Context: an optimization exercise on an open-source flow, tuned for small area, a short achievable clock period and few clock cycles per item. The choices shown serve that exercise and are no tape-out recipe. Only simulation tests tie the RTL to the original design; equivalence was not proved.

==> design/flow/design.v <==
package rau_pkg;
    localparam int NUM_W = 32;    
    localparam int DEN_W = 31;    
    localparam int RES_W = 64;    
endpackage
module rau_front (
    input  logic         i_clk,
    input  logic         i_rst_n,
    input  logic         i_push,
    output logic         o_full,
    input  logic [1:0]   i_kind,
    input  logic [31:0]  i_a_num,
    input  logic [30:0]  i_a_den,
    input  logic [31:0]  i_b_num,
    input  logic [30:0]  i_b_den,
    input  logic         i_take,      
    output logic         o_ready,     
    output logic [62:0]  o_u,         
    output logic [61:0]  o_v,         
    output logic         o_neg,       
    output logic         o_bad,       
    output logic         o_zero       
);
    logic        r_busy;
    logic [4:0]  r_cnt;
    logic [1:0]  r_kind;
    logic [31:0] r_an;
    logic [30:0] r_ad;
    logic [31:0] r_bn;
    logic [30:0] r_bd;
    logic [63:0] r_acc;       
    logic [63:0] r_u;         
    logic        r_neg;
    logic        r_den;       
    logic [32:0] r_sx;        
    logic [2:0]  r_sl;        
    logic [2:0]  r_sh;        
    logic [3:0]  r_dctl;      
    logic        r_sen;       
    logic [37:0] r_pp;        
    logic        r_sshl;      
    logic        r_sclr;      
    logic        r_scopy;     
    logic        r_sfix;      
    logic        take_word;
    logic        sel_step;    
    logic        fix;         
    logic        ph_v;        
    logic        odd;         
    logic [2:0]  dsel;        
    logic        k01;
    logic        k3;
    logic [31:0] dsrc;
    logic [32:0] mx;
    logic [4:0]  dig;         
    logic [2:0]  bl;
    logic [2:0]  bh;
    logic        sub;
    logic        inv;
    logic [63:0] opa;
    logic [34:0] rl;
    logic [36:0] rh;
    logic [37:0] pp;
    logic [63:0] sum;
    function automatic logic [2:0] booth(input logic [2:0] b, input logic ng);
        logic one;
        logic two;
        one   = b[1] ^ b[0];
        two   = (b[2] & !b[1] & !b[0]) | (!b[2] & b[1] & b[0]);
        booth = {(b[2] ^ ng) & (one | two), two, one};
    endfunction
    function automatic logic [34:0] row(input logic [32:0] x, input logic [2:0] d);
        logic [34:0] xe;
        xe  = {{2{x[32]}}, x};
        row = (d[1] ? (xe << 1) : (d[0] ? xe : 35'd0)) ^ {35{d[2]}};
    endfunction
    assign o_ready   = r_busy && (r_cnt == 5'd27);
    assign o_full    = r_busy;
    assign take_word = i_push && !o_full;
    assign sel_step  = r_busy && (r_cnt <= 5'd24);
    assign fix       = (r_cnt == 5'd16);
    assign k01  = !r_kind[1];
    assign k3   = (r_kind == 2'd3);
    assign ph_v = r_cnt[4] && !fix;
    assign odd  = r_cnt[0] && !r_cnt[4];
    assign dsel = ph_v ? ~(r_cnt[2:0] - 3'd1) : ~r_cnt[3:1];
    always_comb begin
        if (ph_v) begin
            mx   = {2'b00, r_ad};
            dsrc = k3 ? r_bn : {1'b0, r_bd};
            sub  = k3 && r_bn[31];
        end else if (odd) begin
            mx   = {r_bn[31], r_bn};
            dsrc = {1'b0, r_ad};
            sub  = (r_kind == 2'd1);
        end else begin
            mx   = {r_an[31], r_an};
            dsrc = (r_kind == 2'd2) ? r_bn : {1'b0, r_bd};
            sub  = k3 && r_bn[31];
        end
        dig = {dsrc, 1'b0} >> (dsel*4);
        bl  = booth(dig[2:0], sub);
        bh  = booth(dig[4:2], sub);
    end
    always_ff @(posedge i_clk) begin
        if (!i_rst_n) begin
            r_den <= 1'b0;
            r_sen <= 1'b0;
        end else begin
            r_den <= sel_step;
            r_sen <= r_den;
        end
    end
    always_ff @(posedge i_clk) begin
        r_sx    <= mx;
        r_sl    <= fix ? 3'd0 : bl;
        r_sh    <= fix ? 3'd0 : bh;
        r_dctl  <= {!odd && !fix, (r_cnt == 5'd0) || (r_cnt == 5'd17), r_cnt == 5'd17, fix};
        r_pp    <= pp;
        {r_sshl, r_sclr, r_scopy, r_sfix} <= r_dctl;
    end
    always_comb begin
        rl = row(r_sx, r_sl);
        rh = {row(r_sx, r_sh), r_sh[2], r_sh[2]};
        pp = {rh[36], rh} + {{3{rl[34]}}, rl} + {37'd0, r_sh[2]} + {37'd0, r_sl[2]};
    end
    always_comb begin
        inv = r_sfix && r_acc[63];
        if (r_sclr)      opa = '0;
        else if (r_sshl) opa = r_acc << 4;
        else             opa = r_acc;
        opa = opa ^ {64{inv}};
    end
    rau_add #(.W(64)) u_add (
        .i_a (opa),
        .i_b ({{26{r_pp[37]}}, r_pp}),
        .i_c (inv),
        .o_s (sum)
    );
    always_ff @(posedge i_clk) begin
        if (!i_rst_n) begin
            r_busy <= 1'b0;
        end else if (take_word) begin
            r_busy <= 1'b1;
        end else if (o_ready && i_take) begin
            r_busy <= 1'b0;
        end
    end
    always_ff @(posedge i_clk) begin
        if (take_word) begin
            r_cnt <= 5'd0;
        end else if (r_busy && !o_ready) begin
            r_cnt <= r_cnt + ((!r_cnt[4] && !k01) ? 5'd2 : 5'd1);
        end
    end
    always_ff @(posedge i_clk) begin
        if (take_word) begin
            r_kind <= i_kind;
            r_an   <= i_a_num;
            r_ad   <= i_a_den;
            r_bn   <= i_b_num;
            r_bd   <= i_b_den;
        end
    end
    always_ff @(posedge i_clk) begin
        if (r_sen) begin
            r_acc <= sum;
            if (r_scopy) begin
                r_u <= r_acc;
            end
            if (r_sfix) begin
                r_neg <= r_acc[63];
            end
        end
    end
    assign o_u    = r_u[62:0];
    assign o_v    = r_acc[61:0];
    assign o_neg  = r_neg;
    assign o_bad  = (r_ad == '0) || (k3 ? (r_bn == '0) : (r_bd == '0));
    assign o_zero = (r_u == '0);
endmodule
module rau_add #(
    parameter int W = 64
) (
    input  logic [W-1:0] i_a,
    input  logic [W-1:0] i_b,
    input  logic         i_c,
    output logic [W-1:0] o_s
);
    localparam int L = 6;         
    logic [W-1:0] p;
    logic [W-1:0] g [L+1];
    logic [W-1:0] t [L+1];
    always_comb begin
        p    = i_a ^ i_b;
        g[0] = i_a & i_b;
        t[0] = p;
        g[0][0] = g[0][0] | (p[0] & i_c);
        for (int l = 1; l <= L; l++) begin
            for (int i = 0; i < W; i++) begin
                if ((i >> (l - 1)) & 1) begin
                    g[l][i] = g[l-1][i] | (t[l-1][i] & g[l-1][((i >> (l - 1)) << (l - 1)) - 1]);
                    t[l][i] = t[l-1][i] & t[l-1][((i >> (l - 1)) << (l - 1)) - 1];
                end else begin
                    g[l][i] = g[l-1][i];
                    t[l][i] = t[l-1][i];
                end
            end
        end
        o_s = p ^ {g[L][W-2:0], i_c};
    end
endmodule
module rau_back (
    input  logic         i_clk,
    input  logic         i_rst_n,
    input  logic         i_ready,     
    output logic         o_take,
    input  logic [62:0]  i_u,
    input  logic [61:0]  i_v,
    input  logic         i_neg,
    input  logic         i_bad,
    input  logic         i_zero,
    input  logic         i_pop,
    output logic         o_empty,
    output logic [63:0]  o_res_num,
    output logic [62:0]  o_res_den,
    output logic         o_valid_res
);
    logic        r_run;
    logic        r_done;
    logic        r_ok;
    logic [62:0] r_a;
    logic [62:0] r_b;
    logic [63:0] r_p0;
    logic [61:0] r_p1;
    logic [63:0] r_q0;
    logic [61:0] r_q1;
    logic        free;
    logic        ea;
    logic        eb;
    logic        m_c;
    logic        m_a;
    logic        m_b;
    logic        m_s;
    logic [63:0] dab;
    logic        ge;
    logic        eq;
    logic        lowz;
    logic [63:0] xin;
    logic [63:0] sx;
    logic [2:0]  sh;
    logic [62:0] a_nx;
    logic [62:0] b_nx;
    logic [63:0] s0;
    logic [61:0] s1;
    logic [63:0] pq0;
    logic [61:0] pq1;
    logic [63:0] t0;
    logic [61:0] t1;
    function automatic logic [2:0] ctz7(input logic [7:1] x);
        if (x[1])      ctz7 = 3'd1;
        else if (x[2]) ctz7 = 3'd2;
        else if (x[3]) ctz7 = 3'd3;
        else if (x[4]) ctz7 = 3'd4;
        else if (x[5]) ctz7 = 3'd5;
        else if (x[6]) ctz7 = 3'd6;
        else           ctz7 = 3'd7;
    endfunction
    assign free   = !r_run && (!r_done || i_pop);
    assign o_take = free && i_ready;
    assign ea  = !r_a[0];
    assign eb  = !r_b[0];
    assign m_c = ea && eb;
    assign m_a = ea && !eb;
    assign m_b = !ea && eb;
    assign m_s = !ea && !eb;
    rau_add #(.W(64)) u_dab (.i_a({1'b0, r_a}), .i_b({1'b1, ~r_b}), .i_c(1'b1), .o_s(dab));
    rau_add #(.W(64)) u_s0  (.i_a(r_p0), .i_b(r_q0), .i_c(1'b0), .o_s(pq0));
    rau_add #(.W(62)) u_s1  (.i_a(r_p1), .i_b(r_q1), .i_c(1'b0), .o_s(pq1));
    assign ge  = !dab[63];
    assign eq  = (r_a == r_b);
    always_comb begin
        logic [2:0] sh_s;
        logic [2:0] sh_a;
        logic [2:0] sh_b;
        lowz = m_s && ((r_a[7:1] ^ r_b[7:1]) == '0);
        sh_s = lowz ? 3'd0 : ctz7(r_a[7:1] ^ r_b[7:1]);
        sh_a = ctz7(r_a[7:1]);
        sh_b = ctz7(r_b[7:1]);
        if (!r_a[0] && !r_b[0]) sh = 3'd1;
        else if (!r_a[0])       sh = sh_a;
        else if (!r_b[0])       sh = sh_b;
        else                    sh = sh_s;
    end
    always_comb begin
        if (m_s)      xin = dab;
        else if (m_b) xin = {1'b0, r_b};
        else          xin = {1'b0, r_a};
        sx = $signed(xin) >>> sh;
        if (!(m_s && !ge)) a_nx = sx[62:0];
        else if (lowz)     a_nx = r_b;
        else               a_nx = ~sx[62:0] | 63'd1;
        if (m_c)                      b_nx = r_b >> 1;
        else if (m_b || (m_s && !ge)) b_nx = r_a;
        else                          b_nx = r_b;
    end
    always_comb begin
        logic       sel_q;
        logic [2:0] shp;
        sel_q = m_b || (m_s && !ge);
        shp   = m_c ? 3'd0 : sh;
        s0 = sel_q ? (r_q0 << shp) : (r_p0 << shp);
        s1 = sel_q ? (r_q1 << shp) : (r_p1 << shp);
        if (m_s && !(lowz && !ge)) begin
            t0 = pq0;
            t1 = pq1;
        end else if (m_s || m_b) begin
            t0 = r_p0;
            t1 = r_p1;
        end else begin
            t0 = r_q0;
            t1 = r_q1;
        end
    end
    always_ff @(posedge i_clk) begin
        if (!i_rst_n) begin
            r_run  <= 1'b0;
            r_done <= 1'b0;
        end else if (o_take) begin
            r_run  <= !(i_bad || i_zero);
            r_done <= i_bad || i_zero;
        end else if (r_run) begin
            if (m_s && eq) begin
                r_run  <= 1'b0;
                r_done <= 1'b1;
            end
        end else if (i_pop) begin
            r_done <= 1'b0;
        end
    end
    always_ff @(posedge i_clk) begin
        if (o_take) begin
            r_a  <= i_u;
            r_b  <= {1'b0, i_v};
            r_p0 <= i_neg ? {64{1'b1}} : 64'd1;
            r_p1 <= '0;
        end else begin
            r_a  <= a_nx;
            r_b  <= b_nx;
            r_p0 <= s0;
            r_p1 <= s1;
        end
    end
    always_ff @(posedge i_clk) begin
        if (o_take) begin
            r_ok <= !i_bad;
            r_q0 <= '0;
            r_q1 <= 62'd1;
        end else if (r_run) begin
            r_q0 <= t0;
            r_q1 <= t1;
        end
    end
    assign o_empty     = !r_done;
    assign o_res_num   = r_q0;
    assign o_res_den   = {1'b0, r_q1};
    assign o_valid_res = r_ok;
endmodule
module rational_arith_unit #(
    parameter int OPERAND_WIDTH = 32
) (
    input  logic                              i_clk,
    input  logic                              i_rst_n,
    input  logic                              push,
    output logic                              full,
    input  logic [1:0]                        i_kind,
    input  logic signed [rau_pkg::NUM_W-1:0]  i_a_num,
    input  logic [rau_pkg::DEN_W-1:0]         i_a_den,
    input  logic signed [rau_pkg::NUM_W-1:0]  i_b_num,
    input  logic [rau_pkg::DEN_W-1:0]         i_b_den,
    output logic                              empty,
    input  logic                              pop,
    output logic signed [rau_pkg::RES_W-1:0]  o_res_num,
    output logic [rau_pkg::RES_W-2:0]         o_res_den,
    output logic                              o_valid_res
);
    logic        take;
    logic        ready;
    logic [62:0] u;
    logic [61:0] v;
    logic        neg;
    logic        bad;
    logic        zero;
    rau_front u_front (
        .i_clk   (i_clk),
        .i_rst_n (i_rst_n),
        .i_push  (push),
        .o_full  (full),
        .i_kind  (i_kind),
        .i_a_num (i_a_num),
        .i_a_den (i_a_den),
        .i_b_num (i_b_num),
        .i_b_den (i_b_den),
        .i_take  (take),
        .o_ready (ready),
        .o_u     (u),
        .o_v     (v),
        .o_neg   (neg),
        .o_bad   (bad),
        .o_zero  (zero)
    );
    rau_back u_back (
        .i_clk       (i_clk),
        .i_rst_n     (i_rst_n),
        .i_ready     (ready),
        .o_take      (take),
        .i_u         (u),
        .i_v         (v),
        .i_neg       (neg),
        .i_bad       (bad),
        .i_zero      (zero),
        .i_pop       (pop),
        .o_empty     (empty),
        .o_res_num   (o_res_num),
        .o_res_den   (o_res_den),
        .o_valid_res (o_valid_res)
    );
endmodule
==> design/flow/flow/run.sh <==
#!/bin/bash
set -euo pipefail
bash standard.sh SETUP_SLACK_MARGIN=6 "BUFFER_PORTS_ARGS=-buffer_cell sky130_fd_sc_hd__buf_1" finish > flow_make.log 2>&1
==> design/flow/standard.sh <==
#!/bin/bash
# synth_recipe.tcl (not shown) runs the flow's synth.tcl, then flattens the netlist and writes it again
# the make line also repeats each setting of config.mk as NAME=value (left out here)
make -C /OpenROAD-flow-scripts/flow DESIGN_CONFIG=/design/flow/config.mk WORK_HOME=/design/flow/orfs CLKGATE_MAP_FILE= SYNTH_SCRIPT=/design/flow/synth_recipe.tcl "${@:-finish}"
==> design/flow/config.mk <==
export PLATFORM = sky130hd
export DESIGN_NAME = rational_arith_unit
export DESIGN_NICKNAME = rational_arith_unit
export VERILOG_FILES = /design/flow/design.v
export SDC_FILE = /design/flow/constraint.sdc
export NUM_CORES = 4
export LEC_CHECK = 0
export CAP_MARGIN = 20
export CORE_MARGIN = 2
export CORE_UTILIZATION = 60
export SLEW_MARGIN = 20
export TNS_END_PERCENT = 5
==> design/flow/constraint.sdc <==
create_clock -name core_clock -period 10.5 [get_ports {i_clk}]
set_input_delay 2.1000 -clock core_clock [delete_from_list [all_inputs] [get_ports {i_clk}]]
set_output_delay 2.1000 -clock core_clock [all_outputs]
set_load 0.01 [all_outputs]
==> run notes <==
status timing/DRC/antenna clean; Congestion Overflow GR 0; area delta synth->final 10.48%; die footprint 90250 µm²; ranking of synthesized cells by area edfxtp_1, dfxtp_1, nand2_1; cell area after synthesis 52720 µm²; Clock Skews 0.02631 ns; worst skew pair latency 0.67 ns; cts hold-fix bufs 0; crit path time final 4.553 ns; Syn Nets 6692; Worst R2R Start u_back.r_b[42]$_DFFE_PP_; slowest CP cell edfxtp_1; Post-synth EDFFs 322; Synth cell types 108; Max Fclk 219.6 MHz; Avg Inst Size Synth 8.486 µm²; antenna cells 0; DRC viols 0; Async SR Flop Fraction 0%; Yosys top cell area share 18.34%; final net count 6732; Yosys warning total 8; Worst Reg2Reg Path Length in Cells 16; Hold WC Path Type flip-flop to flip-flop; IO Pins 262; DRT Pass-1 Iters 6; Starting Density 60.67%; share of post-route cells with drive strength above 1 7.023%; max-slew violations 0; commonest non-fill, non-tap cell in the layout nand2_1; largest area contributor in the netlist edfxtp_1; crit-path max FO 48; met2 Use GR 54.32%; routability cong. 0.9419; Critical Path Start Type flip-flop; Cells after Synth 6212; RSZ-0062 raised after global routing true; DRT antenna net count 0; GR peak layer met2; width of the die 300.4 µm; #FFs+latches synth 730; DR vias 48526; Setup-failing EPs final 0; via/cell ratio 6.490; largest stage delay on the critical path 0.51 ns; hold depth 0; period utilization 43.36%; CP delay by family, top compound AO/OA/AOI/OAI gates; first-pass GRT wire length 254700 µm; CP Capture Type flip-flop; RR Endpoint u_back.r_p0[5]$_DFF_P_; htree depth 3; GR Layer Usage met3 5.361%; Worst EP arrival 5.11 ns; CP bufs+invs 4; DR iter-0 viols 5080; WS Path Type flip-flop to flip-flop; Worst Max-Slew Pin Slew 1.255 ns; drt total wl 162900 µm; Tot GR Track Use 34.99%; CTS Root Cell clkbuf_16; die height 300.4 µm; cts bufs inserted 83; IO buf count 260; Rel. slew slack 15.59%; Final HPWL DP 107600 µm; maxcap violations 0; CTS max path bufs 3; Rows 108; Synth Flop Type dfxtp_1; reg2reg setup slack 5.95 ns; initial antenna violation count 3; most used cell, CP nand4_1; Clock Sink Count 730; wire per inst 21.79 µm; hold path start u_front.r_dctl[1]$_DFF_P_; most frequent cells in the layout nand2_1, nor2_1, dfxtp_1; Core Footprint 86890 µm²; CTS tree yes; Critical Path RT 11.05 ns; pin count of the biggest net entering global routing 238; endpoints failing hold 0; TNS Setup 0 ns; clk slew on worst S/H paths 0.06 ns; Hold Path End u_front.r_scopy$_DFF_P_; vias in the first global route 44791; Hold WS 0.3249 ns; M1 GR Usage 49.50%; sequential area share after synthesis 33.83%; worst-path cell chain inv_1, ha_1, nand4_1, nor4_2, nand4_1, buf_4, o221a_4, a211o_4, a31oi_4, buf_12, buf_16, and3_1, a31oi_1, mux2_2, a221oi_1, nor2_1
## logic make-up after synthesis
group | count (synthesis) | share of synthesized area, %
and+or+nand+nor | 2180 | 18.44
AOI/OAI and AO/OA | 1640 | 21.16
DFF | 730 | 33.83
buffers and inverters | 575 | 4.289
muxes | 409 | 8.202
adders and majority gates | 348 | 8.615
xor gates and xnor gates | 328 | 5.449
other | 2 | 0.01425
## cell type report
class	count	area [µm²]
Multi-Input combinational cell	4915	33270
Clock buffer	110	2344
Clock inverter	45	526.8
Tap cell	1155	1445
Sequential cell	730	17850
Fill cell	7253	28640
Timing Repair Buffer	359	2187
Inverter	163	621.8
## Yosys cell counts (10+ instances only)
| cell | instances |
|---|---|
| mux4_2 | 15 |
| or3_1 | 25 |
| a2111oi_0 | 12 |
| nand2b_1 | 29 |
| buf_2 | 48 |
| nand4_1 | 41 |
| nor3_1 | 99 |
| o21ai_0 | 312 |
| inv_1 | 162 |
| mux2i_1 | 360 |
| nor4_1 | 58 |
| a311oi_1 | 66 |
| a21oi_1 | 334 |
| edfxtp_1 | 322 |
| a21o_1 | 103 |
| o221ai_1 | 61 |
| o211ai_1 | 63 |
| mux2_2 | 33 |
| and2_1 | 25 |
| ha_1 | 323 |
| o31ai_1 | 15 |
| clkbuf_1 | 304 |
| dfxtp_1 | 408 |
| a31oi_1 | 185 |
| and3_1 | 196 |
| o22ai_1 | 24 |
| xor2_1 | 64 |
| nor2b_1 | 36 |
| buf_1 | 49 |
| a211o_1 | 15 |
| nand3_1 | 87 |
| fa_1 | 25 |
| nand2_1 | 1084 |
| a221oi_1 | 26 |
| o21a_1 | 40 |
| or2_2 | 12 |
| or4_1 | 10 |
| a22oi_1 | 72 |
| o21bai_1 | 22 |
| a211oi_1 | 91 |
| xnor2_1 | 264 |
| a221o_1 | 34 |
| and4_1 | 12 |
| nor2_1 | 437 |
## state kept, by name (all words and copies together), names as in the netlist, 2 cells and up
signal,count
u_back.r_b,63
u_front.r_sl,3
u_front.r_bn,32
u_front.r_an,32
u_front.r_bd,31
u_front.r_sx,32
u_back.r_a,63
u_front.r_u,64
u_back.r_p0,64
u_back.r_p1,62
u_front.r_acc,64
u_front.r_cnt,5
u_front.r_kind,2
u_front.r_sh,3
u_front.r_pp,38
u_back.r_q0,64
u_front.r_dctl,4
u_back.r_q1,62
u_front.r_ad,31
## worst max path at each step
| stage | start | to | slack [ns] | depth (start not counted) |
|---|---|---|---|---|
| 2_1_floorplan | u_back.r_a[0]$_DFFE_PP_ | u_back.r_b[0]$_DFFE_PP_ | 4.99 | 15 |
| 3_3_place_gp | u_back.r_a[0]$_DFFE_PP_ | u_back.r_p0[5]$_DFF_P_ | 3.89 | 17 |
| 3_5_place_dp | u_back.r_a[0]$_DFFE_PP_ | u_back.r_p0[5]$_DFF_P_ | 3.74 | 17 |
| 4_1_cts | u_back.r_a[0]$_DFFE_PP_ | u_back.r_a[43]$_DFF_P_ | 5.89 | 17 |
| 5_1_grt | u_back.r_b[33]$_DFFE_PP_ | u_back.r_p1[7]$_SDFF_PP0_ | 5.80 | 16 |
| 6_report | u_back.r_b[42]$_DFFE_PP_ | u_back.r_p0[5]$_DFF_P_ | 5.95 | 16 |
## routing by layer
metal | up-vias | wire length [µm]
li1 | 22964 | -
met1 | 22864 | 69870
met2 | 2306 | 72090
met3 | 386 | 14700
met4 | 6 | 6219
met5 | - | 43
## per-stage QoR
step	instance area (µm²)	instances	setup WS [ns]	util (%)
6_report	58240	7477	5.947	67.03
5_1_grt	58240	7477	5.800	67.03
4_1_cts	57640	7452	5.890	66.33
3_5_place_dp	54170	7270	3.739	62.34
3_3_place_gp	54170	7270	3.893	62.34
2_1_floorplan	52730	6212	4.987	-
## repair_timing
item	in CTS	in global routing
buffers inserted	17	20
resized for setup	68	85
cloned	10	3
pin swaps	9	13
setup endpoints to repair	427	296
Testbench counts, summed over its fixed seeds: cycles 155,380, items 4,000.

## afterwards: timing with drivers on the ports
In the flow no input, the clock included, has a driving cell. The finished layout below was timed again as built, in two steps.
Step 1 (the two cells are an assumption about what drives the block):
set clk [get_ports {i_clk}]
set_driving_cell -lib_cell sky130_fd_sc_hd__clkbuf_16 $clk
set_driving_cell -lib_cell sky130_fd_sc_hd__buf_2 [delete_from_list [all_inputs] $clk]
Step 2 adds t to the input delays and takes it off the output delays; t is the mean of the earliest and latest rising clock arrival at the registers after step 1. Input paths then give back, and output paths get back, about the clock's delay inside the block.
Slacks: ideal ports / drivers / drivers and shift; pairs: ideal ports / drivers.
t (ns): 0.731
slack for setup (ns): 5.947 / 5.947 / 5.433
worst setup path at the end: input to register
cell pins on the clock port's net: 1
After both steps this run still meets setup and hold. The setup slack of this run moves by 0.000 ns with the drivers and by -0.514 ns with both steps.
